Source: an optimization exercise on an open RTL-to-GDS flow (aim: small area, a short achievable clock period and few clock cycles). Production flows keep margins and buffers that such runs may drop. The RTL was checked by simulation tests, not by an equivalence proof against the original design. Power figures rest on the tool's default switching activity, not on a simulated workload.

**design/flow/config.mk**
```make
export PLATFORM = sky130hd
export DESIGN_NAME = beamformer_top
export DESIGN_NICKNAME = beamformer_top
export VERILOG_FILES = /design/flow/design.v
export SDC_FILE = /design/flow/constraint.sdc
export NUM_CORES = 4
export LEC_CHECK = 0
export CAP_MARGIN = 20
export CORE_MARGIN = 2
export CORE_UTILIZATION = 40
export SLEW_MARGIN = 20
```
**design/flow/constraint.sdc**
```tcl
create_clock -name core_clock -period 11.0 [get_ports {clk}]
set_input_delay 2.2000 -clock core_clock [delete_from_list [all_inputs] [get_ports {clk}]]
set_output_delay 2.2000 -clock core_clock [all_outputs]
set_load 0.01 [all_outputs]
```
**design/flow/design.v**
```verilog
package beam_pkg;
    localparam int DATA_WIDTH    = 16;
    localparam int NUM_CHANNELS  = 8;
    localparam int CHAN_WIDTH    = 3;
    localparam int MAX_DELAY     = 64;
    localparam int DELAY_WIDTH   = 6;
    localparam int SUM_WIDTH     = DATA_WIDTH + CHAN_WIDTH;
    localparam int POS_WIDTH     = 16;
    localparam int ELEMENT_PITCH = 8;
    localparam int REM_WIDTH     = 24;
    typedef logic signed [DATA_WIDTH-1:0] sample_t;
    typedef logic signed [SUM_WIDTH-1:0] sum_t;
    typedef logic [DELAY_WIDTH-1:0] delay_t;
    typedef logic [CHAN_WIDTH-1:0] chan_t;
endpackage
`timescale 1ns/100ps
module csa3 #(
    parameter int W = 8
) (
    input  logic [W-1:0] a,
    input  logic [W-1:0] b,
    input  logic [W-1:0] c,
    output logic [W-1:0] s,
    output logic [W-1:0] cy
);
    assign s  = a ^ b ^ c;
    assign cy = {(a[W-2:0] & b[W-2:0]) | (a[W-2:0] & c[W-2:0]) | (b[W-2:0] & c[W-2:0]), 1'b0};
endmodule
module focus_delay_calc (
    input  logic                           clk,
    input  logic                           reset,
    input  logic                           req,
    input  logic [beam_pkg::POS_WIDTH-1:0] x_f,
    input  logic [beam_pkg::POS_WIDTH-1:0] z_f,
    output logic                           ack,
    output logic                           ready_next,
    output logic [beam_pkg::NUM_CHANNELS*beam_pkg::DELAY_WIDTH-1:0] delays
);
    localparam int NC = beam_pkg::NUM_CHANNELS;
    localparam int DW = beam_pkg::DELAY_WIDTH;
    localparam int SQ = 23;                  
    localparam int PW = SQ - DW;             
    logic [3:0]     step;
    logic           take;
    logic           ready;
    logic [11:0]    x;
    logic           x_hi;
    logic [PW-1:0]  div;                     
    logic [SQ-1:0]  sq_s;
    logic [SQ-1:0]  sq_c;
    assign take = req && !ack && (step == 4'd0);
    always_comb begin
        ready_next = ready;
        if (reset || step == 4'd6) ready_next = 1'b1;
        else if (take)             ready_next = 1'b0;
    end
    always_ff @(posedge clk) begin
        ready <= ready_next;
        if (reset) begin
            step <= 4'd0;
            ack  <= 1'b0;
        end else begin
            if (take)                step <= 4'd1;
            else if (step == 4'd8)   step <= 4'd0;
            else if (step != 4'd0)   step <= step + 4'd1;
            if (step == 4'd6)        ack <= 1'b1;
            else if (ack && !req)    ack <= 1'b0;
        end
    end
    always_ff @(posedge clk) begin
        if (take) begin
            x    <= x_f[11:0];
            x_hi <= |x_f[15:12];
            div  <= {z_f, 1'b0};
        end
    end
    logic [SQ-1:0] pp [12];
    always_comb begin
        for (int i = 0; i < 12; i++) begin
            pp[i] = '0;
            if (2*i < SQ) pp[i][2*i] = x[i];
            for (int j = i + 1; j < 12; j++) begin
                if (i + j + 1 < SQ) pp[i][i+j+1] = x[i] & x[j];
            end
        end
    end
    logic [SQ-1:0] r0, r1, r2, r3, r4, r5, r6;
    assign r0 = pp[0] | pp[7];
    assign r1 = pp[1] | pp[8];
    assign r2 = pp[2] | pp[9];
    assign r3 = pp[3] | pp[10];
    assign r4 = pp[4] | pp[11];
    assign r5 = pp[5];
    assign r6 = pp[6];
    logic [SQ-1:0] l1s0, l1c0, l1s1, l1c1, l2s, l2c, l3s, l3c, l4s, l4c;
    csa3 #(SQ) c10 (.a(r0),   .b(r1),   .c(r2),   .s(l1s0), .cy(l1c0));
    csa3 #(SQ) c11 (.a(r3),   .b(r4),   .c(r5),   .s(l1s1), .cy(l1c1));
    csa3 #(SQ) c20 (.a(l1s0), .b(l1c0), .c(l1s1), .s(l2s),  .cy(l2c));
    csa3 #(SQ) c30 (.a(l2s),  .b(l2c),  .c(l1c1), .s(l3s),  .cy(l3c));
    csa3 #(SQ) c40 (.a(l3s),  .b(l3c),  .c(r6),   .s(l4s),  .cy(l4c));
    logic [14:0] mul3, mul5, mul7;
    logic [14:0] kx [NC];
    always_ff @(posedge clk) begin
        sq_s <= l4s;
        sq_c <= l4c;
        mul3 <= {3'd0, x} + {2'd0, x, 1'b0};
        mul5 <= {3'd0, x} + {1'd0, x, 2'b0};
        mul7 <= {x, 3'b0} - {3'd0, x};
    end
    assign kx[0] = '0;
    assign kx[1] = {3'd0, x};
    assign kx[2] = {2'd0, x, 1'b0};
    assign kx[3] = mul3;
    assign kx[4] = {1'd0, x, 2'b0};
    assign kx[5] = mul5;
    assign kx[6] = {mul3[13:0], 1'b0};
    assign kx[7] = mul7;
    for (genvar k = 0; k < NC; k++) begin : g_ch
        logic [SQ-1:0] sq_k;
        logic [PW:0]   rem;           
        logic [DW-1:0] d;
        logic          clamp;
        logic          big;
        logic [PW+1:0] trial;
        logic [PW+1:0] addend;
        logic [PW+1:0] next;
        logic          over;
        logic          q_bit;
        logic [SQ-1:0] op_a, op_c;
        logic [SQ-1:0] s1, c1, s2, c2;
        assign op_a = (k == 0) ? '0 : {~{4'd0, kx[k]}, 4'd0};
        assign op_c = SQ'(64 * k * k + ((k == 0) ? 0 : 16));
        csa3 #(SQ) cs1 (.a(sq_s), .b(sq_c), .c(op_a), .s(s1), .cy(c1));
        csa3 #(SQ) cs2 (.a(s1),   .b(c1),   .c(op_c), .s(s2), .cy(c2));
        assign sq_k = s2 + c2;
        assign big  = x_hi || (x >= 12'(2897 + 8 * k));
        assign trial  = {rem, d[DW-1]};
        assign addend = rem[PW] ? {2'b00, div} : ~{2'b00, div};
        assign next   = trial + addend + {{(PW+1){1'b0}}, !rem[PW]};
        assign over   = clamp || ((step == 4'd3) && (rem[PW-1:0] >= div));
        assign q_bit  = !next[PW+1] || over;
        always_ff @(posedge clk) begin
            if (step == 4'd2) begin
                rem   <= {1'b0, sq_k[SQ-1:DW]};
                clamp <= big;
            end else begin
                rem   <= next[PW:0];
                clamp <= over;
            end
        end
        always_ff @(posedge clk) begin
            if (reset) begin
                d <= '0;
            end else if (step == 4'd2) begin
                d <= sq_k[DW-1:0];
            end else if (step >= 4'd3) begin
                d <= {d[DW-2:0], q_bit};
            end
        end
        assign delays[k*DW +: DW] = d;
    end
endmodule
`timescale 1ns/100ps
module channel_delay_line (
    input  logic              clk,
    input  logic [7:0]        load,        
    input  beam_pkg::sample_t sample_in,
    input  logic [7:0]        group,       
    input  beam_pkg::delay_t  delay,
    output beam_pkg::sample_t tap
);
    localparam int HD = beam_pkg::MAX_DELAY;
    localparam int DW = beam_pkg::DATA_WIDTH;
    beam_pkg::sample_t ring [HD];
    beam_pkg::sample_t part [8];
    beam_pkg::sample_t sel;
    logic [7:0]        low;
    always_ff @(posedge clk) begin
        for (int p = 0; p < HD; p++) begin
            if ((p % 8) == 0 && load[p / 8]) ring[p] <= sample_in;
            else                             ring[p] <= ring[(p + HD - 1) % HD];
        end
    end
    always_comb begin
        for (int j = 0; j < 8; j++) low[j] = (delay[2:0] == 3'(j));
    end
    always_comb begin
        for (int i = 0; i < 8; i++) begin
            part[i] = '0;
            for (int j = 0; j < 8; j++) part[i] = part[i] | (ring[8*i + j] & {DW{low[j]}});
        end
        sel = '0;
        for (int i = 0; i < 8; i++) sel = sel | (part[i] & {DW{group[i]}});
    end
    always_ff @(posedge clk) begin
        tap <= sel;
    end
endmodule
`timescale 1ns/100ps
module serial_beam_sum (
    input  logic                                                   clk,
    input  logic                                                   reset,
    input  logic                                                   valid_in,
    input  logic [beam_pkg::NUM_CHANNELS*beam_pkg::DATA_WIDTH-1:0] taps,
    output beam_pkg::sum_t                                         beam_out,
    output logic                                                   beam_valid
);
    localparam int DW = beam_pkg::DATA_WIDTH;
    localparam int SW = beam_pkg::SUM_WIDTH;
    logic          valid_cs;
    beam_pkg::sum_t t [8];
    beam_pkg::sum_t a1s, a1c, b1s, b1c, a2s, a2c, b2s, b2c, a3s, a3c, s4, c4;
    beam_pkg::sum_t sum_s, sum_c;
    for (genvar k = 0; k < 8; k++) begin : g_ext
        assign t[k] = {{(SW-DW){taps[k*DW+DW-1]}}, taps[k*DW +: DW]};
    end
    csa3 #(SW) c1a (.a(t[0]), .b(t[1]), .c(t[2]), .s(a1s), .cy(a1c));
    csa3 #(SW) c1b (.a(t[3]), .b(t[4]), .c(t[5]), .s(b1s), .cy(b1c));
    csa3 #(SW) c2a (.a(a1s),  .b(a1c),  .c(b1s),  .s(a2s), .cy(a2c));
    csa3 #(SW) c2b (.a(b1c),  .b(t[6]), .c(t[7]), .s(b2s), .cy(b2c));
    csa3 #(SW) c3a (.a(a2s),  .b(a2c),  .c(b2s),  .s(a3s), .cy(a3c));
    csa3 #(SW) c4a (.a(a3s),  .b(a3c),  .c(b2c),  .s(s4),  .cy(c4));
    always_ff @(posedge clk) begin
        if (reset) begin
            valid_cs   <= 1'b0;
            beam_valid <= 1'b0;
        end else begin
            valid_cs   <= valid_in;
            beam_valid <= valid_cs;
        end
    end
    always_ff @(posedge clk) begin
        sum_s    <= s4;
        sum_c    <= c4;
        beam_out <= sum_s + sum_c;
    end
endmodule
`timescale 1ns/100ps
module beamformer_top (
    input  logic                                                 clk,
    input  logic                                                 reset,
    input  logic                                                 req,
    input  logic [beam_pkg::POS_WIDTH-1:0]                       x_f,
    input  logic [beam_pkg::POS_WIDTH-1:0]                       z_f,
    input  logic [beam_pkg::NUM_CHANNELS*beam_pkg::DATA_WIDTH-1:0] rf_data,
    input  logic                                                 sample_valid,
    output logic                                                 ack,
    output logic                                                 sample_ready,
    output beam_pkg::sum_t                                       beam_out,
    output logic                                                 beam_valid
);
    localparam int NC = beam_pkg::NUM_CHANNELS;
    localparam int DW = beam_pkg::DATA_WIDTH;
    localparam int LW = beam_pkg::DELAY_WIDTH;
    logic [NC*DW-1:0] row_q;
    logic             row_valid;     
    logic             read_valid;    
    logic             tap_valid;
    logic [LW:0]      filled;        
    logic [LW-1:0]    newest;        
    logic [NC*LW-1:0] delays;
    logic [NC*DW-1:0] taps;
    logic             ready_next;
    logic             valid_next;
    logic [7:0]       load;
    logic             empty_next;
    logic [2:0]       place_next;    
    logic             ok_idle;       
    logic             ok_taken;      
    focus_delay_calc focus_calc_i (
        .clk        (clk),
        .reset      (reset),
        .req        (req),
        .x_f        (x_f),
        .z_f        (z_f),
        .ack        (ack),
        .ready_next (ready_next),
        .delays     (delays)
    );
    assign valid_next = sample_valid && sample_ready && !reset;
    assign empty_next = reset || (filled == '0 && !row_valid);
    assign place_next = (row_valid || filled == '0) ? newest[2:0] : newest[2:0] + 3'd1;
    assign ok_taken   = (place_next == 3'd0);
    assign ok_idle    = empty_next || (place_next == 3'd7);
    always_ff @(posedge clk) begin
        row_q        <= rf_data;
        sample_ready <= ready_next && (valid_next ? ok_taken : ok_idle);
        if (reset) begin
            row_valid  <= 1'b0;
            read_valid <= 1'b0;
            tap_valid  <= 1'b0;
            filled     <= '0;
            newest     <= '0;
        end else begin
            row_valid  <= valid_next;
            read_valid <= row_valid;
            tap_valid  <= read_valid;
            if (row_valid && !filled[LW]) filled <= filled + 1'b1;
            if (!row_valid && filled != '0) newest <= newest + 1'b1;
        end
    end
    always_comb begin
        for (int i = 0; i < 8; i++) load[i] = row_valid && (newest[LW-1:3] == 3'(i));
    end
    for (genvar k = 0; k < NC; k++) begin : g_channel
        logic [LW-1:0] dk;
        logic [2:0]    grp;
        logic          ok;
        logic [7:0]    group;
        assign dk  = delays[k*LW +: LW];
        assign ok  = ({1'b0, dk} < filled);
        assign grp = newest[LW-1:3] + dk[LW-1:3];
        always_comb begin
            for (int i = 0; i < 8; i++) group[i] = ok && (grp == 3'(i));
        end
        channel_delay_line delay_line_i (
            .clk       (clk),
            .load      (load),
            .sample_in (row_q[k*DW +: DW]),
            .group     (group),
            .delay     (dk),
            .tap       (taps[k*DW +: DW])
        );
    end
    serial_beam_sum beam_sum_i (
        .clk        (clk),
        .reset      (reset),
        .valid_in   (tap_valid),
        .taps       (taps),
        .beam_out   (beam_out),
        .beam_valid (beam_valid)
    );
endmodule
```
**design/flow/run.sh**
```bash
#!/bin/bash
# synth_recipe.tcl (not shown) runs the flow's synth.tcl, then flattens the netlist and writes it again
# the make line also repeats each setting of config.mk as NAME=value (left out here)
make -C /OpenROAD-flow-scripts/flow DESIGN_CONFIG=/design/flow/config.mk WORK_HOME=/design/flow/orfs CLKGATE_MAP_FILE= SYNTH_SCRIPT=/design/flow/synth_recipe.tcl finish
```
==> results of run 1 <==
## synth_stat cells, drive strengths merged, types with 21 or more instances
cell / instances
a222oi: 32
nor2b: 105
xnor2: 305
mux2i: 176
a311oi: 21
o22ai: 84
mux2: 1256
o211ai: 36
mux4: 28
buf: 336
xor2: 100
o31ai: 23
a21o: 119
nor3: 140
nand2b: 72
a22o: 840
clkbuf: 916
nor4: 190
inv: 517
o21bai: 30
or3: 32
a21oi: 552
and3: 35
a211oi: 114
nor2: 593
and2: 55
o21a: 56
a221oi: 972
edfxtp: 29
a31oi: 861
or2: 24
dfxtp: 8805
ha: 716
nand4: 22
nand3: 83
o21ai: 254
nand2: 427
fa: 235
a22oi: 1827
## critical path: stages, from the launching register on
cell and delay [ns]:
sky130_fd_sc_hd__edfxtp_1 0.66, sky130_fd_sc_hd__clkinv_1 0.62, sky130_fd_sc_hd__fa_1 0.70, sky130_fd_sc_hd__inv_1 0.05, sky130_fd_sc_hd__ha_1 0.26, sky130_fd_sc_hd__inv_1 0.06
sky130_fd_sc_hd__fa_1 0.46, sky130_fd_sc_hd__a211oi_1 0.31, sky130_fd_sc_hd__nor2_1 0.12, sky130_fd_sc_hd__o21ai_0 0.32, sky130_fd_sc_hd__a211oi_1 0.22, sky130_fd_sc_hd__a311oi_1 0.69
sky130_fd_sc_hd__o21ai_0 0.19, sky130_fd_sc_hd__a31oi_1 0.25, sky130_fd_sc_hd__xor2_1 0.18, sky130_fd_sc_hd__a21oi_1 0.08
## layer usage
metal | part of all wire [%] | vias to the layer above
met2 | 45 | 5319
li1 | - | 78818
met4 | 3.5 | 14
met1 | 46 | 86256
met5 | 0.012 | -
met3 | 5.8 | 1204
## through the flow
stage          instance area [um2]  instances  setup WS, ns  hold WS (ns)  total power (W)
6_report                    310000      30990          5.60         0.228           0.0814
5_1_grt                     310000      30971          5.23         0.240           0.0850
4_1_cts                     310000      30926          5.66         0.219           0.0817
3_5_place_dp                282000      29415          5.75         0.319           0.0526
3_3_place_gp                282000      29415          5.75         0.315           0.0525
2_1_floorplan               271000      21236          6.10         0.310           0.0470
## kinds of logic after synthesis
| logic type | Yosys count |
|---|---|
| simple gates | 1835 |
| xor+xnor | 405 |
| buf+inv | 1772 |
| fa+ha+maj | 951 |
| mux | 1460 |
| flops | 8834 |
| compound gates | 5979 |
## power groups by stage
stage	Clock, W	Sequential, W	Combinational (W)
final	0.0292	0.0353	0.0169
after global routing	0.0310	0.0355	0.0186
after CTS	0.0297	0.0353	0.0168
after global placement	0	0.0360	0.0166
after detailed placement	0	0.0360	0.0166
after floorplan	0	0.0353	0.0117
## worst paths after layout
kind                                              endpoint  slack [ns]  depth (start not counted)
max                   focus_calc_i.g_ch[1].rem[15]$_DFF_P_        5.60                         15
min          g_channel[2].delay_line_i.ring[45][9]$_DFF_P_        0.23                          0
max reg2reg           focus_calc_i.g_ch[1].rem[15]$_DFF_P_        5.60                         15
min reg2reg  g_channel[2].delay_line_i.ring[45][9]$_DFF_P_        0.23                          0
## sequential cells by signal, summed over array words and instances, names as in the netlist, 14 cells and up
register,cells
focus_calc_i.mul5,15
g_channel.delay_line_i.tap,128
focus_calc_i.g_ch.d,48
focus_calc_i.div,16
row_q,128
g_channel.delay_line_i.ring,8192
focus_calc_i.sq_s,21
focus_calc_i.g_ch.rem,144
focus_calc_i.sq_c,15
beam_sum_i.sum_c,17
beam_sum_i.sum_s,19
beam_sum_i.beam_out,19
focus_calc_i.mul7,14
## layout make-up
type	instances	area (um2)	area share [%]
repair buffers	463	4120	1.33
inverters	520	1950	0.629
multi-input cells	10630	87300	28.1
well taps	8968	11200	3.62
flip-flops and latches	8834	177000	57.1
clock buffers	1194	24200	7.81
diodes	64	160	0.0516
clock inverters	317	4040	1.30
==> run summary, run 1 <==
* Run status: complete, no violations
* Clock H-tree levels at 6
* Layer with the highest usage after global routing: met2
* Mapped Cells at 21236
* Signed area change from the synthesized netlist to the final layout at 14.5%
* DIE HEIGHT at 827 um
* Site Rows at 302
* Required time of the critical path at 11.95 ns
* Max-capacitance violation count at 0
* Number of port buffers at 185
* Final max-slew violation count at 0
* Critical path origin: focus_calc_i.x[2]$_DFFE_PP_
* Setup-violating endpoint count in the final report at 0
* Post-Synth Adder-Cell Area at 5.04%
* Switching component of the power at 0.0243 W
* Total power divided by cell area at 263 nW/um2
* Clock latency on the worst-skew pair at 1.20 ns
* TritonCTS Sinks at 8834
* Xor and xnor area share after synthesis at 1.31%
* Initial core utilization at 40.1%
* Number of warning messages in the yosys log at 10
* Number of distinct library cell variants in the gate-level netlist after synthesis at 87
* Portion of total power attributed to the clock network at 35.9%
* Number of enable-type register cells in the synthesized netlist at 29
* Met1 Resource Use GR at 30.4%
* Avg Vias per Cell at 5.54
* Sequential cell area fraction in the yosys report at 65.4%
* Startpoint class of the critical path: register
* Synth async-reset ratio at 0%
* Data arrival time at the worst-slack endpoint at 6.35 ns
* Net count after synthesis at 22351
* Worst hold path class: reg2reg
* Min Clock Period, post-route at 5.40 ns
* Share of total power consumed by net switching at 29.9%
* Worst Skew at 0.142 ns
* CTS buffer count at 829
* Pin count of the biggest net entering global routing at 151
* Post-synthesis average cell area at 12.8 um2
* Synth Register Bits at 8834
* Basic-gate share of the synthesized area counting and, or, nand and nor cells at 3.24%
* Routed wire length at 774 mm
* Post-route DRC at 0
* Number of antenna violations at the first check in global routing at 52
* Number of resized instances in the post-cts repair step at 0
* Crit Reg-Reg Startpoint: focus_calc_i.x[2]$_DFFE_PP_
* Most frequent cells in the layout: 8782 x sky130_fd_sc_hd__dfxtp_1, 1827 x sky130_fd_sc_hd__a22oi_1, 1256 x sky130_fd_sc_hd__mux2_2
* Hold buffers post-CTS at 0
* Routed vias at 171611
* TritonCTS clock tree: built
* Synth area leaders: sky130_fd_sc_hd__dfxtp_1 65%, sky130_fd_sc_hd__mux2_2 5.2%, sky130_fd_sc_hd__a22oi_1 5.1%
* Share of Yosys cell area claimed by the top area cell type at 65.1%
* CORE AREA at 676000 um2
* Most common cell after layout, fill and taps aside: sky130_fd_sc_hd__dfxtp_1
* Filler Cell Count at 60494
* Initial DRC Count at 13503
* Max Fanout on Critical Path at 13
* Share of synthesized area spent on multiplexers at 6.10%
* Setup Fix Bufs, Post-CTS at 0
* Root Buffer: sky130_fd_sc_hd__clkbuf_16
* Max transition margin at 21.8%
* Mapped cell area at 271000 um2
* Drt pass-1 iters at 12
* Largest family of logic cells by synthesized area: compound AO/OA/AOI/OAI gates
* Number of nets in the finished design at 22393
* Met3 global-route usage at 2.95%
* Post-detailed-route count of antenna-violating nets at 0
* Max IR drop VDD at 0.191 mV
* Maximum clock insertion buffer count at 4
* Top-Level Pins at 186
* Pin slew with the least headroom to its limit at 1.17 ns
* Average wire per standard cell at 25.0 um
* Total congestion overflow at 0
* Final period util at 49.1%
* Post-Route Setup TNS at 0 ns
* Met2 usage at 34.7%
* Cell type contributing the most total cell area after synthesis: sky130_fd_sc_hd__dfxtp_1
* Peak Freq at 185 MHz
* Die footprint at 684000 um2
* Global-route total usage across every layer at 21.8%
* Global-route wire length before repair at 1140 mm
* Leakage at 118 nW
* Proportion of power drawn by combinational gates at 20.7%
* Post-DP HPWL at 451 mm
* Utilization after layout at 45.9%
* Capturing element type of the critical path: register
* Critical path class: reg2reg
* Final count of hold timing violations at 0
* Leading register cell type out of synthesis: sky130_fd_sc_hd__dfxtp_1
* Routability cong. at 0.864
* Clock-pin slew on the worst setup and hold paths at 0.06 ns
* Launch instance of the worst min-delay path: g_channel[2].delay_line_i.ring[44][9]$_DFF_P_
* Setup repair after global routing missed its margin: no
* Vias in the first global route at 174307
* Horizontal die dimension at 827 um
* Share of layout cells above drive strength 1 at 14.0%
* Internal power summed over all cells at 0.0571 W
* Part of the total power dissipated in sequential elements at 43.3%
* Synthesized-area fraction occupied by ao, oa, aoi and oai cells at 16.4%
Testbench counts, summed over its fixed seeds: cycles 4,640.
==> run 2: changes to the inputs <==
--- a/design/flow/design.v
+++ b/design/flow/design.v
@@ -61,26 +61,24 @@
             ack  <= 1'b0;
         end else begin
             if (take)                step <= 4'd1;
-            else if (step == 4'd8)   step <= 4'd0;
+            else if (step == 4'd7)   step <= 4'd0;
             else if (step != 4'd0)   step <= step + 4'd1;
             if (step == 4'd6)        ack <= 1'b1;
             else if (ack && !req)    ack <= 1'b0;
         end
     end
     always_ff @(posedge clk) begin
-        if (take) begin
-            x    <= x_f[11:0];
-            x_hi <= |x_f[15:12];
-            div  <= {z_f, 1'b0};
-        end
+        x    <= x_f[11:0];
+        x_hi <= |x_f[15:12];
+        if (take) div <= {z_f, 1'b0};
     end
     logic [SQ-1:0] pp [12];
     always_comb begin
         for (int i = 0; i < 12; i++) begin
             pp[i] = '0;
-            if (2*i < SQ) pp[i][2*i] = x[i];
+            if (2*i < SQ) pp[i][2*i] = x_f[i];
             for (int j = i + 1; j < 12; j++) begin
-                if (i + j + 1 < SQ) pp[i][i+j+1] = x[i] & x[j];
+                if (i + j + 1 < SQ) pp[i][i+j+1] = x_f[i] & x_f[j];
             end
         end
     end
@@ -103,9 +101,9 @@
     always_ff @(posedge clk) begin
         sq_s <= l4s;
         sq_c <= l4c;
-        mul3 <= {3'd0, x} + {2'd0, x, 1'b0};
-        mul5 <= {3'd0, x} + {1'd0, x, 2'b0};
-        mul7 <= {x, 3'b0} - {3'd0, x};
+        mul3 <= {3'd0, x_f[11:0]} + {2'd0, x_f[11:0], 1'b0};
+        mul5 <= {3'd0, x_f[11:0]} + {1'd0, x_f[11:0], 2'b0};
+        mul7 <= {x_f[11:0], 3'b0} - {3'd0, x_f[11:0]};
     end
     assign kx[0] = '0;
     assign kx[1] = {3'd0, x};
@@ -137,10 +135,10 @@
         assign trial  = {rem, d[DW-1]};
         assign addend = rem[PW] ? {2'b00, div} : ~{2'b00, div};
         assign next   = trial + addend + {{(PW+1){1'b0}}, !rem[PW]};
-        assign over   = clamp || ((step == 4'd3) && (rem[PW-1:0] >= div));
+        assign over   = clamp || ((step == 4'd2) && (rem[PW-1:0] >= div));
         assign q_bit  = !next[PW+1] || over;
         always_ff @(posedge clk) begin
-            if (step == 4'd2) begin
+            if (step == 4'd1) begin
                 rem   <= {1'b0, sq_k[SQ-1:DW]};
                 clamp <= big;
             end else begin
@@ -151,9 +149,9 @@
         always_ff @(posedge clk) begin
             if (reset) begin
                 d <= '0;
-            end else if (step == 4'd2) begin
+            end else if (step == 4'd1) begin
                 d <= sq_k[DW-1:0];
-            end else if (step >= 4'd3) begin
+            end else if (step >= 4'd2) begin
                 d <= {d[DW-2:0], q_bit};
             end
         end
@@ -252,8 +250,6 @@
     localparam int NC = beam_pkg::NUM_CHANNELS;
     localparam int DW = beam_pkg::DATA_WIDTH;
     localparam int LW = beam_pkg::DELAY_WIDTH;
-    logic [NC*DW-1:0] row_q;
-    logic             row_valid;     
     logic             read_valid;    
     logic             tap_valid;
     logic [LW:0]      filled;        
@@ -261,12 +257,9 @@
     logic [NC*LW-1:0] delays;
     logic [NC*DW-1:0] taps;
     logic             ready_next;
-    logic             valid_next;
+    logic             take_row;
     logic [7:0]       load;
-    logic             empty_next;
-    logic [2:0]       place_next;    
-    logic             ok_idle;       
-    logic             ok_taken;      
+    logic             empty;
     focus_delay_calc focus_calc_i (
         .clk        (clk),
         .reset      (reset),
@@ -277,30 +270,26 @@
         .ready_next (ready_next),
         .delays     (delays)
     );
-    assign valid_next = sample_valid && sample_ready && !reset;
-    assign empty_next = reset || (filled == '0 && !row_valid);
-    assign place_next = (row_valid || filled == '0) ? newest[2:0] : newest[2:0] + 3'd1;
-    assign ok_taken   = (place_next == 3'd0);
-    assign ok_idle    = empty_next || (place_next == 3'd7);
+    assign take_row = sample_valid && sample_ready && !reset;
+    assign empty    = (filled == '0);
     always_ff @(posedge clk) begin
-        row_q        <= rf_data;
-        sample_ready <= ready_next && (valid_next ? ok_taken : ok_idle);
+        if (reset)                  sample_ready <= 1'b1;
+        else if (take_row || empty) sample_ready <= ready_next && (newest[2:0] == 3'd0);
+        else                   sample_ready <= ready_next && (newest[2:0] == 3'd7);
         if (reset) begin
-            row_valid  <= 1'b0;
             read_valid <= 1'b0;
             tap_valid  <= 1'b0;
             filled     <= '0;
             newest     <= '0;
         end else begin
-            row_valid  <= valid_next;
-            read_valid <= row_valid;
+            read_valid <= take_row;
             tap_valid  <= read_valid;
-            if (row_valid && !filled[LW]) filled <= filled + 1'b1;
-            if (!row_valid && filled != '0) newest <= newest + 1'b1;
+            if (take_row && !filled[LW]) filled <= filled + 1'b1;
+            if (!take_row && !empty)     newest <= newest + 1'b1;
         end
     end
     always_comb begin
-        for (int i = 0; i < 8; i++) load[i] = row_valid && (newest[LW-1:3] == 3'(i));
+        for (int i = 0; i < 8; i++) load[i] = sample_valid && sample_ready && (newest[LW-1:3] == 3'(i));
     end
     for (genvar k = 0; k < NC; k++) begin : g_channel
         logic [LW-1:0] dk;
@@ -316,7 +305,7 @@
         channel_delay_line delay_line_i (
             .clk       (clk),
             .load      (load),
-            .sample_in (row_q[k*DW +: DW]),
+            .sample_in (rf_data[k*DW +: DW]),
             .group     (group),
             .delay     (dk),
             .tap       (taps[k*DW +: DW])
==> design/flow/flow/run.sh (new file) <==
#!/bin/bash
# Layout: the standard ORFS flow (standard.sh, all steps), run with these
# ORFS settings, which change how the layout is made but not the design, the
# clock or the constraints:
#  - BUFFER_PORTS_ARGS: the ports are buffered with buf_4 rather than the
#    default port buffer, a slow delay cell;
#  - CTS_ARGS: clock tree synthesis without dummy loads, with sink clusters of
#    at most 25 flip-flops within 60 um (the standard clustering options);
set -euo pipefail
export BUFFER_PORTS_ARGS="-buffer_cell sky130_fd_sc_hd__buf_4"
export CTS_ARGS="-sink_clustering_enable -repair_clock_nets -dont_use_dummy_load -sink_clustering_size 25 -sink_clustering_max_diameter 60"
export SETUP_SLACK_MARGIN=7.2
bash standard.sh > flow_standard.log 2>&1
==> design/flow/standard.sh (new file) <==
#!/bin/bash
# synth_recipe.tcl (not shown) runs the flow's synth.tcl, then flattens the netlist and writes it again
# the make line also repeats each setting of config.mk as NAME=value (left out here)
make -C /OpenROAD-flow-scripts/flow DESIGN_CONFIG=/design/flow/config.mk WORK_HOME=/design/flow/orfs CLKGATE_MAP_FILE= SYNTH_SCRIPT=/design/flow/synth_recipe.tcl "${@:-finish}"
removed: design/flow/run.sh
==> run 2 against run 1 <==
Largest power group unchanged. Still clean. Worst setup slack improved by 1.4 ns. Flip-flop and latch count fell by 131. Highest routed layer unchanged. Synthesized cell count fell by 0.75%.
==> run summary, run 2 <==
* Min Clock Period, post-route at 4.03 ns (-1.36 ns)
* Average wire per standard cell at 26.3 um (+5.2%)
* R2R setup slack at 7.18 ns (+1.58 ns)
* Critical path class: in2reg
* Placed instance area at 279000 um2 (-1.0%)
* Synth Register Bits at 8703 (-1.5%)
* Hold buffers post-CTS at 0 (unchanged)
* Max transition margin at 21.2% (-0.60 points)
* Number of enable-type register cells in the synthesized netlist at 16 (-45%)
* Signed area change from the synthesized netlist to the final layout at 9.97%
* Initial DRC Count at 14637 (+8.4%)
* Share of layout cells above drive strength 1 at 13.2% (-0.82 points)
* Register name with the most flops: g_channel.delay_line_i.ring
* Leading register cell type out of synthesis: sky130_fd_sc_hd__dfxtp_1
* Post-Route Setup TNS at 0 ns (unchanged)
* Drt pass-1 iters at 6 (-6)
* Number of nets in the finished design at 22146 (-1.1%)
* Peak Freq at 248 MHz (+34%)
* Post-synthesis average cell area at 12.7 um2 (-0.56%)
* Total power divided by cell area at 257 nW/um2 (-1.9%)
* Startpoint class of the critical path: primary input
* Max-capacitance violation count at 0 (unchanged)
* Placed Cells at 29316 (-0.34%)
* Synth area leaders: sky130_fd_sc_hd__dfxtp_1 65%, sky130_fd_sc_hd__a22oi_1 7.4%, sky130_fd_sc_hd__mux2_2 5.0%
* Horizontal die dimension at 822 um (-0.65%)
* Number of distinct library cell variants in the gate-level netlist after synthesis at 85 (-2.3%)
* Routability cong. at 0.857 (-0.76%)
* PnR Total Power at 0.0757 W (-7.1%)
* Pin count of the biggest net entering global routing at 115 (-24%)
* Total congestion overflow at 0 (unchanged)
* Post-route DRC at 0 (unchanged)
* Required time of the critical path at 11.96 ns (about the same)
* Vias in the first global route at 170962 (-1.9%)
* Mapped Cells at 21077 (-0.75%)
* Final count of hold timing violations at 0 (unchanged)
* Capturing element type of the critical path: register
* Most common cell after layout, fill and taps aside: sky130_fd_sc_hd__dfxtp_1
* Root Buffer: sky130_fd_sc_hd__clkbuf_16
* Top-Level Pins at 186 (unchanged)
* Pin slew with the least headroom to its limit at 1.18 ns (+0.0121 ns)
* Setup-violating endpoint count in the final report at 0 (unchanged)
* Post-layout instance count excluding filler cells at 29993 (-3.2%)
* Routed vias at 170067 (-0.90%)
* Sequential cell area fraction in the yosys report at 65.2% (-0.17 points)
* Final period util at 36.7% (-12 points)
* Utilization after layout at 44.1% (-1.8 points)
* Mapped cell area at 267000 um2 (-1.3%)
* Data arrival time at the worst-slack endpoint at 4.99 ns (-1.36 ns)
* Net count after synthesis at 22183 (-0.75%)
* Max IR drop VDD at 0.208 mV (+8.9%)
* CORE AREA at 667000 um2 (-1.3%)
* Flip-flop count of the largest register after layout at 8192 (unchanged)
* TritonCTS Sinks at 8703 (-1.5%)
* Clock H-tree levels at 5 (-1)
* TritonCTS clock tree: built
* Most frequent cells in the layout: 8617 x sky130_fd_sc_hd__dfxtp_1, 2624 x sky130_fd_sc_hd__a22oi_1, 1187 x sky130_fd_sc_hd__mux2_2
* Avg Vias per Cell at 5.67 (+2.4%)
* Synth async-reset ratio at 0% (unchanged)
* Worst Skew at 0.146 ns (+0.00345 ns)
* Cell type contributing the most total cell area after synthesis: sky130_fd_sc_hd__dfxtp_1
* Final max-slew violation count at 0 (unchanged)
* Largest registers: g_channel.delay_line_i.ring (8192), focus_calc_i.g_ch.rem (144), g_channel.delay_line_i.tap (128)
* CTS buffer count at 473 (-43%)
* DIE HEIGHT at 822 um (-0.65%)
* Cell with the most instances after synthesis: sky130_fd_sc_hd__dfxtp_1
* Run status: complete, no violations
* Global-route wire length before repair at 1150 mm (+0.69%)
* Global-route total usage across every layer at 22.3% (+0.52 points)
* Die footprint at 675000 um2 (-1.3%)
* Routed wire length at 788 mm (+1.8%)
* Post-detailed-route count of antenna-violating nets at 0 (unchanged)
* Leakage at 112 nW (-4.9%)
* Site Rows at 300 (-0.66%)
* Maximum clock insertion buffer count at 4 (unchanged)
* Max Fanout on Critical Path at 21 (+8)
* Clock-pin slew on the worst setup and hold paths at 0.09 ns (+0.03 ns)
* Share of Yosys cell area claimed by the top area cell type at 65.1% (about the same)
* Filler Cell Count at 60734 (+0.40%)
* Worst hold path class: reg2reg
* Number of antenna violations at the first check in global routing at 91 (+75%)
* Post-layout instance area at 294000 um2 (-5.2%)
* Post-DP HPWL at 478 mm (+6.0%)
* List of most frequent post-synthesis cells: 8687 x sky130_fd_sc_hd__dfxtp_1, 2625 x sky130_fd_sc_hd__a22oi_1, 1187 x sky130_fd_sc_hd__mux2_2, 911 x sky130_fd_sc_hd__clkbuf_1, 724 x sky130_fd_sc_hd__a221oi_1
* Clock latency on the worst-skew pair at 1.08 ns (-0.12 ns)
* Setup repair after global routing missed its margin: yes
* Initial core utilization at 40.1% (about the same)
* Number of warning messages in the yosys log at 10 (unchanged)
* Number of port buffers at 185 (unchanged)
run 2: changes by cell type in the layout (fill, tap and decap cells not counted), moves of 165 or more:
cell | previous run | this run
sky130_fd_sc_hd__clkbuf_8 | 189 | 2
sky130_fd_sc_hd__nand3_1 | 83 | 290
sky130_fd_sc_hd__dfxtp_1 | 8782 | 8617
sky130_fd_sc_hd__a31oi_1 | 861 | 357
sky130_fd_sc_hd__clkbuf_16 | 839 | 475
sky130_fd_sc_hd__nand4_1 | 22 | 405
sky130_fd_sc_hd__clkdlybuf4s50_1 | 184 | 0
sky130_fd_sc_hd__a22o_1 | 840 | 555
sky130_fd_sc_hd__buf_4 | 264 | 507
sky130_fd_sc_hd__clkbuf_1 | 166 | 0
sky130_fd_sc_hd__a221oi_1 | 970 | 723
sky130_fd_sc_hd__a22oi_1 | 1827 | 2624
run 2: cells by family (layout without fill, tap and decap cells):
kind of cell / count (synthesis) / in the layout / share of synthesized area, %
buffers and inverters: 1725 / 1677 / 2.47
AO/OA/AOI/OAI: 5801 / 5801 / 16.1
flip-flops: 8703 / 8703 / 65.2
multiplexers: 1407 / 1407 / 5.93
XOR/XNOR: 400 / 400 / 1.31
AND/OR/NAND/NOR: 2099 / 2108 / 3.92
adder cells (fa/ha/maj): 942 / 942 / 5.07
other: 0 / 46 / 0
run 2: report_power, final:
part,switching (W),internal [W]
Sequential,0.00214,0.0347
Combinational,0.0136,0.00788
Clock,0.00976,0.00758
Total,0.0255,0.0502
run 2: stage by stage:
| stage | setup slack, ns | hold WS [ns] |
|---|---|---|
| after CTS | 7.02 | 0.193 |
| after detailed placement | 5.51 | 0.315 |
| after global placement | 5.57 | 0.312 |
| final | 6.97 | 0.218 |
| after global routing | 7.00 | 0.217 |
| after floorplan | 6.56 | 0.310 |
run 2: per-layer routing:
layer | up-vias | share of wire, % | track usage (%)
li1 | 77492 | - | -
met1 | 85885 | 46 | 32.0
met2 | 5539 | 44 | 35.0
met3 | 1117 | 6.7 | 3.17
met4 | 34 | 3.2 | 6.38
met5 | - | 0.024 | 0
run 2: final timing paths:
kind,startpoint,cells after the start,to
max reg2reg,newest[4]$_SDFFE_PP0P_,11,g_channel[7].delay_line_i.tap[6]$_DFF_P_
max,sample_valid,6,g_channel[0].delay_line_i.ring[32][6]$_DFF_P_
min reg2reg,g_channel[6].delay_line_i.ring[26][10]$_DFF_P_,0,g_channel[6].delay_line_i.ring[27][10]$_DFF_P_
min,g_channel[6].delay_line_i.ring[26][10]$_DFF_P_,0,g_channel[6].delay_line_i.ring[27][10]$_DFF_P_
run 2: cell type report:
class / instances / area, um2 / share of cell area (%)
Antenna cell: 46 / 115 / 0.0392
Clock buffer: 473 / 11800 / 4.03
Inverter: 536 / 2100 / 0.713
Multi-Input combinational cell: 10658 / 88200 / 30.0
Sequential cell: 8703 / 175000 / 59.4
Tap cell: 8909 / 11100 / 3.79
Timing Repair Buffer: 668 / 6100 / 2.07
run 2: worst max-delay path: stages:
cell	delay, ns
sky130_fd_sc_hd__buf_4	0.10
sky130_fd_sc_hd__nand2_1	0.38
sky130_fd_sc_hd__nor3_4	0.52
sky130_fd_sc_hd__buf_4	0.63
sky130_fd_sc_hd__buf_4	0.68
sky130_fd_sc_hd__mux2_2	0.40
run 2: what timing repair did:
action / 4_1_cts / 5_1_grt
gates resized for setup: 241 / 171
endpoints found under the setup margin: 335 / 175
cloned: 8 / 3
buffers inserted: 98 / 49
pin swaps: 59 / 59
Testbench counts of run 2, summed over its fixed seeds: cycles 4,632.
==> run 3: changes to the inputs <==
==> design/flow/flow/run.sh (replaced) <==
#!/bin/bash
# Layout: the standard ORFS flow (standard.sh, all steps) with these
# changes to how the layout is made; the design, the clock and the
# constraints are the standard ones:
#  - synthesis: synth_recipe.tcl with flow/abc_split.tcl in front of it, which
#    maps the tap read multiplexers with ABC's default script (see there);
#  - BUFFER_PORTS_ARGS: the ports are buffered with buf_4 rather than the
#    default port buffer, a slow delay cell;
#  - CTS_ARGS: clock tree synthesis without dummy loads, with sink clusters of
#    at most 25 flip-flops within 60 um (the standard clustering options);
set -euo pipefail
export BUFFER_PORTS_ARGS="-buffer_cell sky130_fd_sc_hd__buf_4"
export CTS_ARGS="-sink_clustering_enable -repair_clock_nets -dont_use_dummy_load -sink_clustering_size 25 -sink_clustering_max_diameter 60"
export SETUP_SLACK_MARGIN=7.2
cat flow/abc_split.tcl synth_recipe.tcl > split_synth.tcl
sed "s#SYNTH_SCRIPT=[^ ]*#SYNTH_SCRIPT=$PWD/split_synth.tcl#" standard.sh > split_standard.sh
grep -q "SYNTH_SCRIPT=$PWD/split_synth.tcl" split_standard.sh
bash split_standard.sh "$@" > flow_standard.log 2>&1
==> design/flow/flow/abc_split.tcl (new file) <==
# Prepended to the standard flow's synthesis script (synth_recipe.tcl) by run.sh.
# ORFS's synthesis maps all logic with one ABC call using its speed script.
# Here that call is split in two: first the tap read multiplexers (the logic
# that feeds the tap registers, back to the registers it reads) with ABC's
# default script, which maps this wide and-or logic to fewer cells; then
# everything else, unchanged, with the standard call. Registers are mapped
# before ABC runs, so they are the same as in the standard synthesis.
proc abc {args} {
  set i [lsearch -exact $args -script]
  set dargs $args
  if {$i >= 0} { set dargs [lreplace $args $i [expr {$i + 1}]] }
  yosys select -set taps c:*delay_line_i.tap*
  yosys select -set tapd @taps %ci1:+sky130_fd_sc_hd__dfxtp_1\[D\] @taps %d
  yosys select -set readmux @tapd %ci*:-sky130_fd_sc_hd__dfxtp_1:-sky130_fd_sc_hd__edfxtp_1 t:sky130_fd_sc_hd__dfxtp_1 %d t:sky130_fd_sc_hd__edfxtp_1 %d
  yosys abc {*}$dargs @readmux
  yosys abc {*}$args
}
--- a/design/flow/config.mk
+++ b/design/flow/config.mk
@@ -7,5 +7,5 @@
 export LEC_CHECK = 0
 export CAP_MARGIN = 20
 export CORE_MARGIN = 2
-export CORE_UTILIZATION = 40
+export CORE_UTILIZATION = 65
 export SLEW_MARGIN = 20
==> run 3 against run 2 <==
Still clean on timing, DRC and antenna. First-iteration DRC count rose by 41%. Register-to-register slack is essentially flat. Synthesized cell count shrank 5.6%. Routed wire length is 13% lower. Sequential power hardly changed. Area after synthesis shrank 2.6%. Global-route usage is 10 points higher. Worst setup slack gained 0.22 ns. Die area is 40% lower. Clock power about the same.
==> run summary, run 3 <==
* Run status: complete, no violations
* Hold buffers post-CTS at 0 (unchanged)
* Horizontal die dimension at 637 um (-22%)
* Post-Synth Adder-Cell Area at 5.20% (+0.14 points)
* Synthesized-area fraction occupied by ao, oa, aoi and oai cells at 15.0% (-1.1 points)
* Synth async-reset ratio at 0% (unchanged)
* Cell with the most instances after synthesis: sky130_fd_sc_hd__dfxtp_1
* Routability cong. at 0.886 (+3.3%)
* Worst hold path class: reg2reg
* Capturing element type of the critical path: register
* Setup WS post-layout at 7.19 ns (+0.220 ns)
* Required time of the critical path at 11.85 ns (-0.11 ns)
* Global-route wire length before repair at 1020 mm (-11%)
* Pin slew with the least headroom to its limit at 1.25 ns (+0.0738 ns)
* Post-DP HPWL at 380 mm (-20%)
* Largest family of logic cells by synthesized area: compound AO/OA/AOI/OAI gates
* Critical path class: reg2reg
* Synth Register Bits at 8703 (unchanged)
* Total power divided by cell area at 263 nW/um2 (+2.0%)
* Setup-violating endpoint count in the final report at 0 (unchanged)
* Final max-slew violation count at 0 (unchanged)
* Leakage at 111 nW (-1.1%)
* Final period util at 34.7% (-2.0 points)
* Number of antenna violations at the first check in global routing at 61 (-33%)
* Global-route total usage across every layer at 32.6% (+10 points)
* Leading register cell type out of synthesis: sky130_fd_sc_hd__dfxtp_1
* Pre-CTS setup slack at 5.52 ns (+0.0101 ns)
* Min Clock Period, post-route at 3.81 ns (-0.220 ns)
* Site Rows at 232 (-23%)
* Number of port buffers at 185 (unchanged)
* Max-capacitance violation count at 0 (unchanged)
* Mapped cell area at 260000 um2 (-2.6%)
* Number of distinct library cell variants in the gate-level netlist after synthesis at 86 (+1.2%)
* Post-detailed-route count of antenna-violating nets at 0 (unchanged)
* Max transition margin at 16.4% (-4.8 points)
* Clock H-tree levels at 5 (unchanged)
* Routed wire length at 684 mm (-13%)
* Total congestion overflow at 0 (unchanged)
* Number of nets in the finished design at 20813 (-6.0%)
* Share of synthesized area spent on multiplexers at 4.51% (-1.4 points)
* Cell type contributing the most total cell area after synthesis: sky130_fd_sc_hd__dfxtp_1
* Net count after synthesis at 21012 (-5.3%)
* DIE HEIGHT at 637 um (-22%)
* Share of Yosys cell area claimed by the top area cell type at 66.8% (+1.8 points)
* Register name with the most flops: g_channel.delay_line_i.ring
* Post-Route Setup TNS at 0 ns (unchanged)
* Startpoint class of the critical path: register
* Vias in the first global route at 162584 (-4.9%)
* Drt pass-1 iters at 12 (+6)
* Avg Vias per Cell at 6.55 (+15%)
* Clock latency on the worst-skew pair at 1.04 ns (-0.04 ns)
* Mapped Cells at 19906 (-5.6%)
* Synth area leaders: sky130_fd_sc_hd__dfxtp_1 67%, sky130_fd_sc_hd__a222oi_1 6.7%, sky130_fd_sc_hd__mux2_2 4.4%
* Signed area change from the synthesized netlist to the final layout at 7.81%
* Initial core utilization at 65.3% (+25 points)
* Pin count of the biggest net entering global routing at 129 (+12%)
* Average wire per standard cell at 27.4 um (+4.2%)
* Data arrival time at the worst-slack endpoint at 4.67 ns (-0.32 ns)
* Routed vias at 163613 (-3.8%)
* Final count of hold timing violations at 0 (unchanged)
* Number of enable-type register cells in the synthesized netlist at 16 (unchanged)
* Top-Level Pins at 186 (unchanged)
* Post-synthesis average cell area at 13.1 um2 (+3.1%)
* Maximum clock insertion buffer count at 4 (unchanged)
* List of most frequent post-synthesis cells: 8687 x sky130_fd_sc_hd__dfxtp_1, 1735 x sky130_fd_sc_hd__a222oi_1, 1094 x sky130_fd_sc_hd__clkbuf_1, 1084 x sky130_fd_sc_hd__nand2_1, 1026 x sky130_fd_sc_hd__mux2_2
* Placed Cells at 24420 (-17%)
* Post-route DRC at 0 (unchanged)
* Basic-gate share of the synthesized area counting and, or, nand and nor cells at 4.48% (+0.56 points)
* Most frequent cells in the layout: 8645 x sky130_fd_sc_hd__dfxtp_1, 1735 x sky130_fd_sc_hd__a222oi_1, 1081 x sky130_fd_sc_hd__nand2_1
* CTS buffer count at 481 (+1.7%)
* TritonCTS clock tree: built
* Root Buffer: sky130_fd_sc_hd__clkbuf_16
* Post-layout instance count excluding filler cells at 24997 (-17%)
* CORE AREA at 399000 um2 (-40%)
* Filler Cell Count at 28481 (-53%)
* Max Fanout on Critical Path at 4 (-81%)
* TritonCTS Sinks at 8703 (unchanged)
* Clock-pin slew on the worst setup and hold paths at 0.09 ns (about the same)
* Most common cell after layout, fill and taps aside: sky130_fd_sc_hd__dfxtp_1
* Peak Freq at 262 MHz (+5.8%)
* Setup repair after global routing missed its margin: yes
* Initial DRC Count at 20600 (+41%)
* Max IR drop VDD at 0.248 mV (+19%)
* Die footprint at 405000 um2 (-40%)
* Sequential cell area fraction in the yosys report at 67.0% (+1.8 points)
* Share of layout cells above drive strength 1 at 12.0% (-1.2 points)
* Largest registers: g_channel.delay_line_i.ring (8192), focus_calc_i.g_ch.rem (144), g_channel.delay_line_i.tap (128)
* Number of warning messages in the yosys log at 10 (unchanged)
* Flip-flop count of the largest register after layout at 8192 (unchanged)
* Worst Skew at 0.104 ns (-0.0419 ns)
* Xor and xnor area share after synthesis at 1.38% (+0.066 points)
[run 3: cell count changes after synthesis, sizes merged, moves of 257 or more]
cell,delta
a222oi,+1719
o22ai,+490
nand2,+769
nand4,-383
a31oi,-322
a22o,-552
a22oi,-2163
nor2,-257
[run 3: cells by family (layout without fill, tap and decap cells)]
kind of cell / count (synthesis) / in the layout
other cells: 0 / 27
mux: 1045 / 1045
flops: 8703 / 8703
buf+inv: 1688 / 1485
fa+ha+maj: 942 / 942
xor+xnor: 409 / 409
compound gates: 4647 / 4647
simple gates: 2472 / 2474
[run 3: worst paths after layout]
check | endpoint | slack (ns) | startpoint | cells after the start
max | focus_calc_i.g_ch[1].rem[16]$_DFF_P_ | 7.19 | focus_calc_i.sq_c[6]$_DFF_P_ | 14
min | g_channel[0].delay_line_i.ring[13][0]$_DFF_P_ | 0.29 | g_channel[0].delay_line_i.ring[12][0]$_DFF_P_ | 0
max reg2reg | focus_calc_i.g_ch[1].rem[16]$_DFF_P_ | 7.19 | focus_calc_i.sq_c[6]$_DFF_P_ | 14
min reg2reg | g_channel[0].delay_line_i.ring[13][0]$_DFF_P_ | 0.29 | g_channel[0].delay_line_i.ring[12][0]$_DFF_P_ | 0
[run 3: critical path, stage by stage, from the launching register on]
cell,delay (ns)
sky130_fd_sc_hd__dfxtp_4,0.38
sky130_fd_sc_hd__clkinvlp_4,0.14
sky130_fd_sc_hd__buf_4,0.16
sky130_fd_sc_hd__fa_1,0.45
sky130_fd_sc_hd__ha_1,0.29
sky130_fd_sc_hd__inv_1,0.07
sky130_fd_sc_hd__ha_1,0.34
sky130_fd_sc_hd__a21oi_4,0.22
sky130_fd_sc_hd__nor2_1,0.10
sky130_fd_sc_hd__o31a_1,0.36
sky130_fd_sc_hd__o211ai_1,0.29
sky130_fd_sc_hd__nand4_1,0.25
sky130_fd_sc_hd__a31oi_2,0.28
sky130_fd_sc_hd__xor2_1,0.09
sky130_fd_sc_hd__mux2_4,0.27
[run 3: timing repair]
| action | CTS | global route |
|---|---|---|
| gates resized for setup | 111 | 146 |
| pin swaps | 10 | 40 |
| endpoints found under the hold margin | 0 | 0 |
| buffers inserted | 33 | 32 |
| endpoints found under the setup margin | 377 | 121 |
| cloned | 0 | 3 |
[run 3: area by class of cell]
type	instances	area [um2]	area share, %
Inverter	512	1990	0.709
Multi-Input combinational cell	9517	80800	28.8
Tap cell	5265	6590	2.35
Sequential cell	8703	174000	62.2
Clock buffer	481	12000	4.29
Timing Repair Buffer	492	4580	1.63
Antenna cell	27	67.6	0.0241
[run 3: power breakdown]
group	switching, W	internal [W]	leakage (nW)
clock network	0.00953	0.00771	5.93
registers	0.00208	0.0346	71.5
logic	0.0122	0.00754	33.5
[run 3: routing by layer]
layer  up-vias  share of wire, %  global-route usage [%]
met5         -             0.036                       0
met4        38               3.5                    10.8
met3      1101               8.0                    4.67
met2      6541                45                    51.5
met1     81505                44                    46.3
li1      74428                 -                       -
[run 3: per-stage QoR]
stage                     hold slack (ns)  area (um2)  utilization, %  total power (W)
final                               0.286      281000            70.3           0.0737
after global routing                0.277      281000            70.3           0.0771
after CTS                           0.265      280000            70.1           0.0733
after detailed placement            0.312      267000            66.9           0.0561
after global placement              0.315      267000            66.9           0.0560
after floorplan                     0.310      261000               -           0.0495
==> run 4: changes to the inputs <==
--- a/design/flow/design.v
+++ b/design/flow/design.v
@@ -289,7 +289,7 @@
         end
     end
     always_comb begin
-        for (int i = 0; i < 8; i++) load[i] = sample_valid && sample_ready && (newest[LW-1:3] == 3'(i));
+        for (int i = 0; i < 8; i++) load[i] = (newest == LW'(8 * i));
     end
     for (genvar k = 0; k < NC; k++) begin : g_channel
         logic [LW-1:0] dk;
==> run 4 against run 3 <==
Flip-flop and latch count unchanged. Sequential share of layout area increased by 0.061 points. Count of clock-buffer cells in the layout grew 1. Combinational power is 18% higher. Critical path type unchanged. Worst setup slack improved by 0.038 ns. Largest cell class unchanged. Global-route usage increased by 0.18 points. Total power up 7.9%. First-iteration DRC count is 3.8% higher. Still clean on timing, DRC and antenna. Sequential power grew 6.3%.
==> run summary, run 4 <==
* Flip-flop count of the largest register after layout at 8192 (unchanged)
* TritonCTS Sinks at 8703 (unchanged)
* Post-route DRC at 0 (unchanged)
* Number of nets in the finished design at 20782 (-0.15%)
* Avg Vias per Cell at 6.55 (about the same)
* CORE AREA at 399000 um2 (+0.15%)
* Pin count of the biggest net entering global routing at 129 (unchanged)
* Final count of hold timing violations at 0 (unchanged)
* Vias in the first global route at 161688 (-0.55%)
* Startpoint class of the critical path: register
* DIE HEIGHT at 637 um (+0.11%)
* Root Buffer: sky130_fd_sc_hd__clkbuf_16
* Cell type contributing the most total cell area after synthesis: sky130_fd_sc_hd__dfxtp_1
* Register name with the most flops: g_channel.delay_line_i.ring
* Drt pass-1 iters at 11 (-1)
* Share of total power consumed by net switching at 33.0% (+0.69 points)
* Horizontal die dimension at 637 um (+0.11%)
* Clock-pin slew on the worst setup and hold paths at 0.09 ns (about the same)
* Required time of the critical path at 11.93 ns (+0.08 ns)
* Maximum clock insertion buffer count at 4 (unchanged)
* Post-synthesis average cell area at 13.1 um2 (about the same)
* Synth async-reset ratio at 0% (unchanged)
* Worst hold path class: reg2reg
* Synth Register Bits at 8703 (unchanged)
* Max Fanout on Critical Path at 45 (+41)
* Filler Cell Count at 28513 (+0.11%)
* Total congestion overflow at 0 (unchanged)
* Routability cong. at 0.901 (+1.7%)
* Global-route total usage across every layer at 32.8% (+0.18 points)
* Number of warning messages in the yosys log at 10 (unchanged)
* Part of the total power dissipated in sequential elements at 49.0% (-0.8 points)
* Data arrival time at the worst-slack endpoint at 4.71 ns (+0.04 ns)
* Post-DP HPWL at 387 mm (+1.9%)
* Critical path class: reg2reg
* Top-Level Pins at 186 (unchanged)
* Average wire per standard cell at 27.6 um (+0.73%)
* Global-route wire length before repair at 1030 mm (+0.50%)
* Total power divided by cell area at 284 nW/um2 (+8.1%)
* Final period util at 34.3% (-0.35 points)
* Leading register cell type out of synthesis: sky130_fd_sc_hd__dfxtp_1
* Max-capacitance violation count at 0 (unchanged)
* Die footprint at 406000 um2 (+0.21%)
* Number of port buffers at 185 (unchanged)
* Largest registers: g_channel.delay_line_i.ring (8192), focus_calc_i.g_ch.rem (144), g_channel.delay_line_i.tap (128)
* Run status: complete, no violations
* Min Clock Period, post-route at 3.78 ns (-0.0383 ns)
* CTS buffer count at 482 (+0.21%)
* Signed area change from the synthesized netlist to the final layout at 7.46%
* Initial DRC Count at 21383 (+3.8%)
* Sequential cell area fraction in the yosys report at 66.9% (-0.14 points)
* Initial core utilization at 65.3% (about the same)
* Leakage at 112 nW (+1.2%)
* Site Rows at 232 (unchanged)
* Net count after synthesis at 21032 (+0.095%)
* Mapped Cells at 19931 (+0.13%)
* Mapped cell area at 261000 um2 (+0.22%)
* Portion of total power attributed to the clock network at 21.7% (-1.7 points)
* Clock latency on the worst-skew pair at 1.06 ns (+0.02 ns)
* Proportion of power drawn by combinational gates at 29.3% (+2.5 points)
* Worst Hold Slack at 0.250 ns (-0.0357 ns)
* TritonCTS clock tree: built
* Synth area leaders: sky130_fd_sc_hd__dfxtp_1 67%, sky130_fd_sc_hd__a222oi_1 6.7%, sky130_fd_sc_hd__mux2_2 4.4%
* Peak Freq at 265 MHz (+1.0%)
* Number of distinct library cell variants in the gate-level netlist after synthesis at 96 (+12%)
* Sequential cell area in the final layout at 174000 um2 (about the same)
* Area used by multi-input combinational logic at 81000 um2 (+0.20%)
* Most frequent cells in the layout: 8651 x sky130_fd_sc_hd__dfxtp_1, 1735 x sky130_fd_sc_hd__a222oi_1, 1118 x sky130_fd_sc_hd__nand2_1
* Share of Yosys cell area claimed by the top area cell type at 66.7% (-0.14 points)
* List of most frequent post-synthesis cells: 8687 x sky130_fd_sc_hd__dfxtp_1, 1735 x sky130_fd_sc_hd__a222oi_1, 1125 x sky130_fd_sc_hd__nand2_1, 1075 x sky130_fd_sc_hd__clkbuf_1, 1024 x sky130_fd_sc_hd__mux2_2
* Cell with the most instances after synthesis: sky130_fd_sc_hd__dfxtp_1
* Worst Skew at 0.126 ns (+0.0218 ns)
* Setup repair after global routing missed its margin: yes
* Internal power summed over all cells at 0.0533 W (+6.8%)
* Switching component of the power at 0.0263 W (+10%)
* Routed vias at 163591 (-0.013%)
* Setup-violating endpoint count in the final report at 0 (unchanged)
* Max IR drop VDD at 0.359 mV (+45%)
* Number of antenna violations at the first check in global routing at 53 (-13%)
* Most common cell after layout, fill and taps aside: sky130_fd_sc_hd__dfxtp_1
* Final max-slew violation count at 0 (unchanged)
* Post-Route Setup TNS at 0 ns (unchanged)
* Pin slew with the least headroom to its limit at 1.28 ns (+0.0249 ns)
* Clock H-tree levels at 5 (unchanged)
* Routed wire length at 689 mm (+0.69%)
* Max transition margin at 14.7% (-1.7 points)
* Post-detailed-route count of antenna-violating nets at 0 (unchanged)
* Number of enable-type register cells in the synthesized netlist at 16 (unchanged)
* Share of layout cells above drive strength 1 at 11.7% (-0.33 points)
* Capturing element type of the critical path: register
[run 4: cell types whose count changed after synthesis, moves of 16 or more]
cell,previous run,this run
sky130_fd_sc_hd__a21oi_1,288,272
sky130_fd_sc_hd__xor2_1,131,108
sky130_fd_sc_hd__o211ai_4,0,18
sky130_fd_sc_hd__clkbuf_1,1094,1075
sky130_fd_sc_hd__o21ai_0,209,181
sky130_fd_sc_hd__nand2_1,1084,1125
[run 4: what timing repair did]
item	CTS	global route
setup endpoints to repair	315	92
endpoints found under the hold margin	0	0
buffers inserted	14	29
hold buffers	0	0
pin swaps	8	14
gates resized for setup	72	99
cloned	2	2
[run 4: through the flow]
step	total power, W	cell area [um2]	std cells	setup WS, ns	util [%]
after global placement	0.0618	267000	24412	6.10	66.8
after floorplan	0.0544	261000	19931	6.50	-
final	0.0796	280000	24988	7.22	70.2
after global routing	0.0834	280000	24982	7.12	70.2
after detailed placement	0.0620	267000	24414	6.08	66.8
after CTS	0.0791	279000	24912	7.20	70.0
[run 4: final cells by class]
type / count / area share (%)
flip-flops and latches: 8703 / 62.2
multi-input cells: 9546 / 28.9
clock buffers: 482 / 4.30
well taps: 5265 / 2.35
repair buffers: 446 / 1.46
inverters: 502 / 0.698
diodes: 44 / 0.0393
[run 4: cell families after synthesis]
logic type | share of synthesized area, %
xor+xnor | 1.33
mux | 4.49
simple gates | 4.58
buf+inv | 2.50
flops | 66.9
compound gates | 15.1
fa+ha+maj | 5.16
[run 4: worst max-delay path: stages (launching register included)]
cell and delay [ns]:
sky130_fd_sc_hd__dfxtp_1 0.76, sky130_fd_sc_hd__nor3b_2 0.27, sky130_fd_sc_hd__buf_4 0.58, sky130_fd_sc_hd__buf_6 0.51, sky130_fd_sc_hd__buf_4 0.62, sky130_fd_sc_hd__a222oi_1 0.23
sky130_fd_sc_hd__nand2_1 0.12, sky130_fd_sc_hd__a221oi_1 0.05, sky130_fd_sc_hd__o22ai_1 0.28, sky130_fd_sc_hd__or4_1 0.28
[run 4: worst paths after layout]
kind                                                                     from                                             to  slack (ns)  depth (start not counted)
worst max-delay path                   focus_calc_i.g_ch[7].d[0]$_SDFFE_PP0P_       g_channel[7].delay_line_i.tap[5]$_DFF_P_        7.22                          9
worst min-delay path            g_channel[3].delay_line_i.ring[38][2]$_DFF_P_  g_channel[3].delay_line_i.ring[39][2]$_DFF_P_        0.25                          0
worst max register to register         focus_calc_i.g_ch[7].d[0]$_SDFFE_PP0P_       g_channel[7].delay_line_i.tap[5]$_DFF_P_        7.22                          9
worst min register to register  g_channel[3].delay_line_i.ring[38][2]$_DFF_P_  g_channel[3].delay_line_i.ring[39][2]$_DFF_P_        0.25                          0
[run 4: power by group through the flow]
stage          Clock [W]  Sequential, W  Combinational, W
3_5_place_dp           0         0.0395            0.0225
5_1_grt           0.0186         0.0394            0.0254
3_3_place_gp           0         0.0395            0.0223
6_report          0.0172         0.0390            0.0233
2_1_floorplan          0         0.0383            0.0161
4_1_cts           0.0174         0.0389            0.0228
[run 4: layer usage]
metal | part of all wire (%) | up-vias | wire (um) | global-route usage, %
met5 | 0.022 | - | 151 | 0
met4 | 3.6 | 24 | 25100 | 11.3
met3 | 7.8 | 1097 | 53600 | 4.35
met2 | 45 | 6626 | 310000 | 51.8
met1 | 44 | 81426 | 301000 | 46.6
li1 | - | 74418 | - | -
Testbench counts of run 4, summed over its fixed seeds: cycles 4,632.
==> run 5: changes to the inputs <==
--- a/design/flow/flow/run.sh
+++ b/design/flow/flow/run.sh
@@ -7,11 +7,11 @@
 #  - BUFFER_PORTS_ARGS: the ports are buffered with buf_4 rather than the
 #    default port buffer, a slow delay cell;
 #  - CTS_ARGS: clock tree synthesis without dummy loads, with sink clusters of
-#    at most 25 flip-flops within 60 um (the standard clustering options);
+#    at most 25 flip-flops within 80 um (the standard clustering options);
 set -euo pipefail
 export BUFFER_PORTS_ARGS="-buffer_cell sky130_fd_sc_hd__buf_4"
-export CTS_ARGS="-sink_clustering_enable -repair_clock_nets -dont_use_dummy_load -sink_clustering_size 25 -sink_clustering_max_diameter 60"
-export SETUP_SLACK_MARGIN=7.2
+export CTS_ARGS="-sink_clustering_enable -repair_clock_nets -dont_use_dummy_load -sink_clustering_size 25 -sink_clustering_max_diameter 80"
+export SETUP_SLACK_MARGIN=7.3
 cat flow/abc_split.tcl synth_recipe.tcl > split_synth.tcl
 sed "s#SYNTH_SCRIPT=[^ ]*#SYNTH_SCRIPT=$PWD/split_synth.tcl#" standard.sh > split_standard.sh
 grep -q "SYNTH_SCRIPT=$PWD/split_synth.tcl" split_standard.sh
==> run 5 against run 4 <==
Routed wire length down 0.14%. Via count down 0.12%. Sequential power about the same. Critical path depth down 8. Worst hold slack better by 0.052 ns. Fmax up 0.53%. Largest cell class unchanged. Die area unchanged. Combinational power up 2%. Final cell count about the same. Total power down 1.3%. Critical endpoint is now beam_out[12]. Utilization down 0.16 points. Register-to-register slack better by 0.07 ns. Highest routed layer unchanged.
==> run summary, run 5 <==
* Run status: complete, no violations
* Final count of hold timing violations at 0 (unchanged)
* Setup repair after global routing missed its margin: yes
* Worst Hold Slack at 0.302 ns (+0.0521 ns)
* Hold buffers post-CTS at 0 (unchanged)
* Leakage at 112 nW (-0.40%)
* Clock H-tree levels at 5 (unchanged)
* Number of port buffers at 185 (unchanged)
* Placed Cells at 24404 (-0.041%)
* Share of Yosys cell area claimed by the top area cell type at 66.7% (unchanged)
* Met2 wire length at 310 mm (about the same)
* Pin slew with the least headroom to its limit at 1.23 ns (-0.0505 ns)
* Share of layout cells above drive strength 1 at 12.1% (+0.39 points)
* Site Rows at 232 (unchanged)
* Initial DRC Count at 21141 (-1.1%)
* Slowest stage delay, CP at 0.41 ns (-0.35 ns)
* Global-route wire length before repair at 1030 mm (-0.11%)
* Internal power summed over all cells at 0.0524 W (-1.8%)
* Part of the total power dissipated in sequential elements at 49.7% (+0.7 points)
* Portion of total power attributed to the clock network at 20.0% (-1.7 points)
* Top-Level Pins at 186 (unchanged)
* Worst-path cell with the longest stage delay: sky130_fd_sc_hd__dfxtp_4
* Highest metal layer with signal wires: met5
* Synth async-reset ratio at 0% (unchanged)
* Avg Vias per Cell at 6.54 (about the same)
* Peak Freq at 266 MHz (+0.53%)
* CTS buffer count at 395 (-18%)
* Post-Synth Adder-Cell Area at 5.16% (unchanged)
* TritonCTS Sinks at 8703 (unchanged)
* Final max-slew violation count at 0 (unchanged)
* Total power divided by cell area at 281 nW/um2 (-1.1%)
* Flip-flop count of the largest register after layout at 8192 (unchanged)
* Critical path class: reg2out
* Sequential cell area in the final layout at 175000 um2 (about the same)
* Synth area leaders: sky130_fd_sc_hd__dfxtp_1 67%, sky130_fd_sc_hd__a222oi_1 6.7%, sky130_fd_sc_hd__mux2_2 4.4%
* Setup-violating endpoint count in the final report at 0 (unchanged)
* Capturing element type of the critical path: output port
* Xor and xnor area share after synthesis at 1.33% (unchanged)
* Crit Reg-Reg Startpoint: focus_calc_i.sq_c[6]$_DFF_P_
* Post-synthesis average cell area at 13.1 um2 (unchanged)
* Critical path origin: beam_sum_i.beam_out[12]$_DFF_P_
* Post-Route Setup TNS at 0 ns (unchanged)
* TritonCTS clock tree: built
* DIE HEIGHT at 637 um (unchanged)
* Post-route DRC at 0 (unchanged)
* Basic-gate share of the synthesized area counting and, or, nand and nor cells at 4.58% (unchanged)
* List of cells traversed by the critical path: buf_6
* Routed wire length at 688 mm (-0.14%)
* Number of enable-type register cells in the synthesized netlist at 16 (unchanged)
-- run 5: cell types whose count changed in the layout (fill, tap and decap cells not counted), sizes merged --
cell,change
nor2,+1
clkinvlp,+5
clkbuf,-86
buf,+85
diode,-18
and2,-1
inv,-5
-- run 5: what timing repair did --
| action | in CTS | in global routing |
|---|---|---|
| endpoints found under the setup margin | 370 | 133 |
| pin swaps | 23 | 45 |
| resized for setup | 158 | 160 |
| gates cloned | 2 | 3 |
| endpoints found under the hold margin | 0 | 0 |
| setup buffers | 64 | 74 |
-- run 5: cell families (layout without fill, tap and decap cells) --
family / after synthesis / in the layout
buffers and inverters: 1686 / 1429
other: 0 / 26
and+or+nand+nor: 2529 / 2533
adders and majority gates: 937 / 937
muxes: 1043 / 1043
AOI/OAI and AO/OA: 4637 / 4637
DFF: 8703 / 8703
xor gates and xnor gates: 396 / 396
-- run 5: worst reg2reg max path: stages (launching register included) --
cell	delay, ns
sky130_fd_sc_hd__dfxtp_4	0.39
sky130_fd_sc_hd__clkinvlp_4	0.15
sky130_fd_sc_hd__buf_4	0.17
sky130_fd_sc_hd__fa_1	0.50
sky130_fd_sc_hd__inv_1	0.05
sky130_fd_sc_hd__ha_1	0.33
sky130_fd_sc_hd__fa_2	0.41
sky130_fd_sc_hd__a21o_1	0.20
sky130_fd_sc_hd__a21oi_2	0.21
sky130_fd_sc_hd__o21ai_2	0.10
sky130_fd_sc_hd__a41o_1	0.29
sky130_fd_sc_hd__a211o_1	0.30
sky130_fd_sc_hd__a21oi_2	0.15
sky130_fd_sc_hd__xor2_1	0.19
sky130_fd_sc_hd__o22ai_1	0.09
-- run 5: stage by stage --
step	setup WS, ns	total power, W	cell area [um2]	util, %
6_report	7.24	0.0785	280000	70.0
5_1_grt	7.18	0.0824	280000	70.0
4_1_cts	7.18	0.0778	278000	69.6
3_5_place_dp	6.07	0.0620	267000	66.8
3_3_place_gp	6.07	0.0617	267000	66.8
2_1_floorplan	6.50	0.0544	261000	-
-- run 5: power by group through the flow --
stage	logic, W	registers, W	clock network, W
2_1_floorplan	0.0161	0.0383	0
3_3_place_gp	0.0222	0.0395	0
3_5_place_dp	0.0224	0.0396	0
4_1_cts	0.0230	0.0389	0.0159
5_1_grt	0.0259	0.0394	0.0170
6_report	0.0238	0.0390	0.0157
-- run 5: final timing paths --
| kind | to | slack [ns] | cells past startpoint |
|---|---|---|---|
| setup / recovery | beam_out[12] | 7.24 | 1 |
| hold / removal | g_channel[7].delay_line_i.ring[27][3]$_DFF_P_ | 0.30 | 0 |
| setup reg to reg | focus_calc_i.g_ch[2].rem[15]$_DFF_P_ | 7.29 | 14 |
| hold reg to reg | g_channel[7].delay_line_i.ring[27][3]$_DFF_P_ | 0.30 | 0 |
-- run 5: area by class of cell --
cell class                      count  area share (%)
Sequential cell                  8703            62.4
Inverter                          502           0.706
Clock buffer                      395            3.53
Antenna cell                       26          0.0233
Timing Repair Buffer              532            1.86
Tap cell                         5265            2.36
Multi-Input combinational cell   9546            29.1
-- run 5: metal layers --
metal / vias up / global-route usage, %
met1: 81354 / 46.5
met5: - / 0
met4: 16 / 10.0
met2: 6557 / 51.9
met3: 1008 / 4.73
li1: 74457 / -
